Context: an optimization exercise on an open-source flow, tuned for a short achievable clock period. The choices shown serve that exercise and are no tape-out recipe. Function not checked in this run: the RTL went through the layout flow alone. No activity file was given, so power comes from the tool's default toggle rates.

**design.v**
```verilog
module micro_sequencer (
    input  logic        SYSTEM_CLK,
    input  logic        RESET,
    input  logic        START,
    input  logic [5:0]  START_ADDR,
    input  logic [5:0]  LOOP_COUNT,
    input  logic [4:0]  STATUS_BITS,
    input  logic        UCODE_WE,
    input  logic [5:0]  UCODE_ADDR,
    input  logic [23:0] UCODE_DATA,
    output logic [11:0] CONTROL_BITS,
    output logic        EIL_BAR,
    output logic        BUSY,
    output logic        DONE,
    output logic [5:0]  UPC
);
    localparam logic [2:0] C_CONT = 3'd0;
    localparam logic [2:0] C_JMP  = 3'd1;
    localparam logic [2:0] C_JZ   = 3'd2;
    localparam logic [2:0] C_JC   = 3'd3;
    localparam logic [2:0] C_JV   = 3'd4;
    localparam logic [2:0] C_JFZ  = 3'd5;
    localparam logic [2:0] C_CALL = 3'd6;
    localparam logic [2:0] C_DJNZ = 3'd7;
    logic [23:0] r_store [0:63];
    logic        r_run;        
    logic        r_idle;       
    logic [5:0]  r_upc;
    logic [5:0]  r_upc_inc;    
    logic [63:0] r_oh_inc;     
    logic [5:0]  r_lcnt;
    logic [5:0]  r_ret;
    logic [63:0] r_oh_ret;     
    logic        r_done;
    logic [12:0] r_cw;
    logic        r_end;
    logic        r_retf;
    logic [2:0]  r_cond;
    logic [5:0]  r_tgt;
    logic        w_unused_c4;
    assign w_unused_c4 = STATUS_BITS[0];
    function automatic logic [63:0] onehot(input logic [5:0] a);
        logic [63:0] v;
        v = 64'd0;
        v[a] = 1'b1;
        onehot = v;
    endfunction
    logic [63:0] w_oh_start;
    logic [63:0] w_oh_tgt;
    logic        w_bypass;
    logic [23:0] w_word_start;
    logic [23:0] w_word_ret;
    logic [23:0] w_word_inc;
    logic [23:0] w_word_tgt;
    assign w_oh_start = onehot(START_ADDR);
    assign w_oh_tgt   = onehot(r_tgt);
    assign w_bypass     = UCODE_WE && (UCODE_ADDR == START_ADDR);
    logic [23:0] w_look_start;
    always_comb begin
        w_look_start = 24'd0;
        w_word_ret   = 24'd0;
        w_word_inc   = 24'd0;
        w_word_tgt   = 24'd0;
        for (int i = 0; i < 64; i++) begin
            w_look_start = w_look_start | (r_store[i] & {24{w_oh_start[i]}});
            w_word_ret   = w_word_ret   | (r_store[i] & {24{r_oh_ret[i]}});
            w_word_inc   = w_word_inc   | (r_store[i] & {24{r_oh_inc[i]}});
            w_word_tgt   = w_word_tgt   | (r_store[i] & {24{w_oh_tgt[i]}});
        end
    end
    assign w_word_start = w_bypass ? UCODE_DATA : w_look_start;
    logic        w_taken;
    logic        w_go;         
    logic        w_sel_start;
    logic        w_sel_ret;
    logic        w_sel_tgt;
    logic        w_sel_inc;
    always_comb begin
        case (r_cond)
            C_JMP:   w_taken = 1'b1;
            C_JZ:    w_taken = STATUS_BITS[2];
            C_JC:    w_taken = STATUS_BITS[1];
            C_JV:    w_taken = STATUS_BITS[4];
            C_JFZ:   w_taken = STATUS_BITS[3];
            C_CALL:  w_taken = 1'b1;
            C_DJNZ:  w_taken = (r_lcnt[5:1] != 5'd0);
            default: w_taken = 1'b0;
        endcase
    end
    assign w_go        = !r_idle && !r_end;
    assign w_sel_start = r_idle && START;
    assign w_sel_ret   = w_go && r_retf;
    assign w_sel_tgt   = w_go && !r_retf && w_taken;
    assign w_sel_inc   = w_go && !r_retf && !w_taken;
    logic        w_run_nxt;
    logic [5:0]  w_upc_nxt;
    logic [63:0] w_oh_upc_nxt;
    logic [5:0]  w_lcnt_nxt;
    logic [5:0]  w_ret_nxt;
    logic [63:0] w_oh_ret_nxt;
    logic [23:0] w_word_nxt;
    assign w_run_nxt = w_sel_start || w_go;
    assign w_word_nxt = ({24{w_sel_start}} & w_word_start) |
                        ({24{w_sel_ret}}   & w_word_ret)   |
                        ({24{w_sel_tgt}}   & w_word_tgt)   |
                        ({24{w_sel_inc}}   & w_word_inc);
    always_comb begin
        w_upc_nxt    = r_upc;
        w_oh_upc_nxt = {r_oh_inc[0], r_oh_inc[63:1]};
        if (w_sel_start) begin
            w_upc_nxt    = START_ADDR;
            w_oh_upc_nxt = w_oh_start;
        end else if (w_sel_ret) begin
            w_upc_nxt    = r_ret;
            w_oh_upc_nxt = r_oh_ret;
        end else if (w_sel_tgt) begin
            w_upc_nxt    = r_tgt;
            w_oh_upc_nxt = w_oh_tgt;
        end else if (w_sel_inc) begin
            w_upc_nxt    = r_upc_inc;
            w_oh_upc_nxt = r_oh_inc;
        end
    end
    always_comb begin
        w_lcnt_nxt   = r_lcnt;
        w_ret_nxt    = r_ret;
        w_oh_ret_nxt = r_oh_ret;
        if (w_sel_start) begin
            w_lcnt_nxt   = LOOP_COUNT;
            w_ret_nxt    = 6'd0;
            w_oh_ret_nxt = 64'd1;
        end else if (w_go && !r_retf) begin
            if (r_cond == C_CALL) begin
                w_ret_nxt    = r_upc_inc;
                w_oh_ret_nxt = r_oh_inc;
            end
            if (r_cond == C_DJNZ && r_lcnt != 6'd0) w_lcnt_nxt = r_lcnt - 6'd1;
        end
    end
    always_ff @(posedge SYSTEM_CLK or posedge RESET) begin
        if (RESET) begin
            r_run     <= 1'b0;
            r_idle    <= 1'b1;
            r_upc     <= 6'd0;
            r_upc_inc <= 6'd1;
            r_oh_inc  <= 64'd2;
            r_lcnt    <= 6'd0;
            r_ret     <= 6'd0;
            r_oh_ret  <= 64'd1;
            r_done    <= 1'b0;
            r_cw      <= 13'd0;
            r_end     <= 1'b0;
            r_retf    <= 1'b0;
            r_cond    <= 3'd0;
            r_tgt     <= 6'd0;
        end else begin
            r_run     <= w_run_nxt;
            r_idle    <= !w_run_nxt;
            r_upc     <= w_upc_nxt;
            r_upc_inc <= w_upc_nxt + 6'd1;
            r_oh_inc  <= {w_oh_upc_nxt[62:0], w_oh_upc_nxt[63]};
            r_lcnt    <= w_lcnt_nxt;
            r_ret     <= w_ret_nxt;
            r_oh_ret  <= w_oh_ret_nxt;
            r_done    <= !r_idle && r_end;
            r_cw      <= w_word_nxt[12:0];
            r_end     <= w_word_nxt[23];
            r_retf    <= w_word_nxt[22];
            r_tgt     <= w_word_nxt[21:16];
            r_cond    <= w_word_nxt[15:13];
        end
    end
    always_ff @(posedge SYSTEM_CLK) begin
        if (UCODE_WE && r_idle) begin
            r_store[UCODE_ADDR] <= UCODE_DATA;
        end
    end
    assign CONTROL_BITS = r_cw[11:0];
    assign EIL_BAR      = r_cw[12];
    assign BUSY         = r_run;
    assign DONE         = r_done;
    assign UPC          = r_upc;
endmodule
```
**config.mk**
```make
export PLATFORM = sky130hd
export DESIGN_NAME = micro_sequencer
export DESIGN_NICKNAME = micro_sequencer
export VERILOG_FILES = /design/flow/design.v
export SDC_FILE = /design/flow/constraint.sdc
export NUM_CORES = 4
export LEC_CHECK = 0
export ABC_CLOCK_PERIOD_IN_PS = 2000
export CAP_MARGIN = 20
export CORE_MARGIN = 2
export CORE_UTILIZATION = 40
export SETUP_SLACK_MARGIN = 3.2
export SLEW_MARGIN = 20
export TNS_END_PERCENT = 100
```
**constraint.sdc**
```tcl
create_clock -name core_clock -period 5.5 [get_ports {SYSTEM_CLK}]
set_input_delay 1.1000 -clock core_clock [delete_from_list [all_inputs] [get_ports {SYSTEM_CLK}]]
set_output_delay 1.1000 -clock core_clock [all_outputs]
set_load 0.01 [all_outputs]
```
**run.sh**
```bash
#!/bin/bash
# synth_recipe.tcl (not shown) runs the flow's synth.tcl, then flattens the netlist and writes it again
# the make line also repeats each setting of config.mk as NAME=value (left out here)
make -C /OpenROAD-flow-scripts/flow DESIGN_CONFIG=/design/flow/config.mk WORK_HOME=/design/flow/orfs CLKGATE_MAP_FILE= SYNTH_SCRIPT=/design/flow/synth_recipe.tcl finish
```
==> notes.md <==
==> power groups by stage <==
stage	logic, mW	clock network, mW	registers, mW
detailed placement	22.6	0	16.2
CTS	26.2	13.4	15.9
global placement	22.7	0	16.3
floorplan	9.55	0	15.0
==> how the worst max path moves through the flow <==
stage               cells after the start         to  slack, ns     startpoint
floorplan                              13  r_cond[2]       1.47  START_ADDR[0]
CTS                                     9    r_cw[6]       1.51       r_tgt[2]
global placement                       14    r_cw[4]      -0.34  START_ADDR[0]
detailed placement                     14    r_cw[4]      -0.21  START_ADDR[0]
==> through the flow <==
| step | hold WS (ns) | power [mW] | std cells | setup TNS [ns] |
|---|---|---|---|---|
| after CTS | 0.503 | 55.6 | 12310 | 0 |
| after detailed placement | 0.486 | 38.8 | 11464 | -0.519 |
| after global placement | 0.477 | 39.0 | 11456 | -0.684 |
| after floorplan | 0.444 | 24.6 | 8116 | 0 |
==> cells by family after synthesis <==
| group | synth area share [%] |
|---|---|
| compound gates | 31.4 |
| fa+ha+maj | 0.147 |
| xor+xnor | 0.214 |
| flops | 54.1 |
| buf+inv | 3.52 |
| mux | 1.27 |
| simple gates | 9.27 |
==> cells in the mapped netlist, types with 15 or more instances <==
library cell,count,area [um2]
a2111oi_0,31,272
a211oi_1,33,248
a21oi_1,243,1220
a221o_1,31,310
a221oi_1,952,8340
a222oi_1,57,571
a22o_1,960,8410
a22oi_1,811,6090
a31oi_1,33,206
a32o_1,40,400
a32oi_1,62,543
and3_1,96,601
and4_1,15,131
buf_1,106,398
buf_2,25,125
clkbuf_1,704,2640
dfrtp_1,175,4380
edfxtp_1,1536,46100
inv_1,24,90.1
mux2_2,32,360
mux2i_1,80,801
nand2_1,417,1570
nand3_1,176,881
nand4_1,332,2080
nor2_1,318,1190
nor3_1,137,686
nor4_1,109,682
o211ai_1,18,135
o21ai_0,200,1000
o22a_1,21,184
o22ai_1,60,375
or4_1,23,173
xnor2_1,15,131
==> timing repair <==
item / in CTS
cloned: 40
setup buffers: 446
resized for setup: 805
setup endpoints to repair: 1730
pin swaps: 175
==> per-layer routing <==
| layer | GRT overflow | global-route usage [%] |
|---|---|---|
| met4 | 1793 | 98.5 |
| met1 | 1567 | 98.4 |
| met3 | 1566 | 97.4 |
| met5 | 207 | 90.1 |
| met2 | 3773 | 105 |
==> impl_metrics.env <==
export IMPL_sequential_element_share_of_the_synthesized_area_pct=54.1
export IMPL_holdBufCountCts=0
export IMPL_synth_net_count=8178
export IMPL_cts_htree_levels=4
export IMPL_place_worst_setup_slack_ns=-0.210
export IMPL_syn_area_mm2=0.0935
export IMPL_numPortBuffers=70
export IMPL_clock_sinks=1715
export IMPL_synth_warnings=1
export IMPL_postSynthRegisterBits=1715
export IMPL_first_error="[ERROR GRT-0116] Global routing finished with congestion. Check the congestion regions in the DRC Viewer."
export IMPL_cts_root_buf="clkbuf_16"
export IMPL_gp_routability_congestion=1.47
export IMPL_grt_first_pass_wirelength_um=1600000
export IMPL_core_rowCount=177
export IMPL_ys_dominant_reg_cell="edfxtp_1"
export IMPL_async_set_or_reset_flop_fraction_in_the_synthesized_netlist_pct=10.4
export IMPL_yosys_cell_types_count=88
export IMPL_die_height_um=487
export IMPL_cts_buffers_inserted=192
export IMPL_postSynthCellCount=8116
export IMPL_maximum_number_of_pins_on_one_net_before_global_route_repair=91
export IMPL_grt_pass1_vias=136659
export IMPL_dpl_cell_area_mm2=0.107
export IMPL_ctsLongestPathBuffers=3
export IMPL_globalRouteTotalUtil_pct=99.8
export IMPL_floorplan_io_pins=72
export IMPL_dpl_hpwl_um=713000
export IMPL_die_width_um=487
export IMPL_failed_stage="5_1_grt"
export IMPL_grt_ovfl_total=8906
export IMPL_run_status="did not finish"
export IMPL_avgSynthCellArea_um2=11.5
export IMPL_start_util_pct=40.2
export IMPL_synth_edff_count=1536
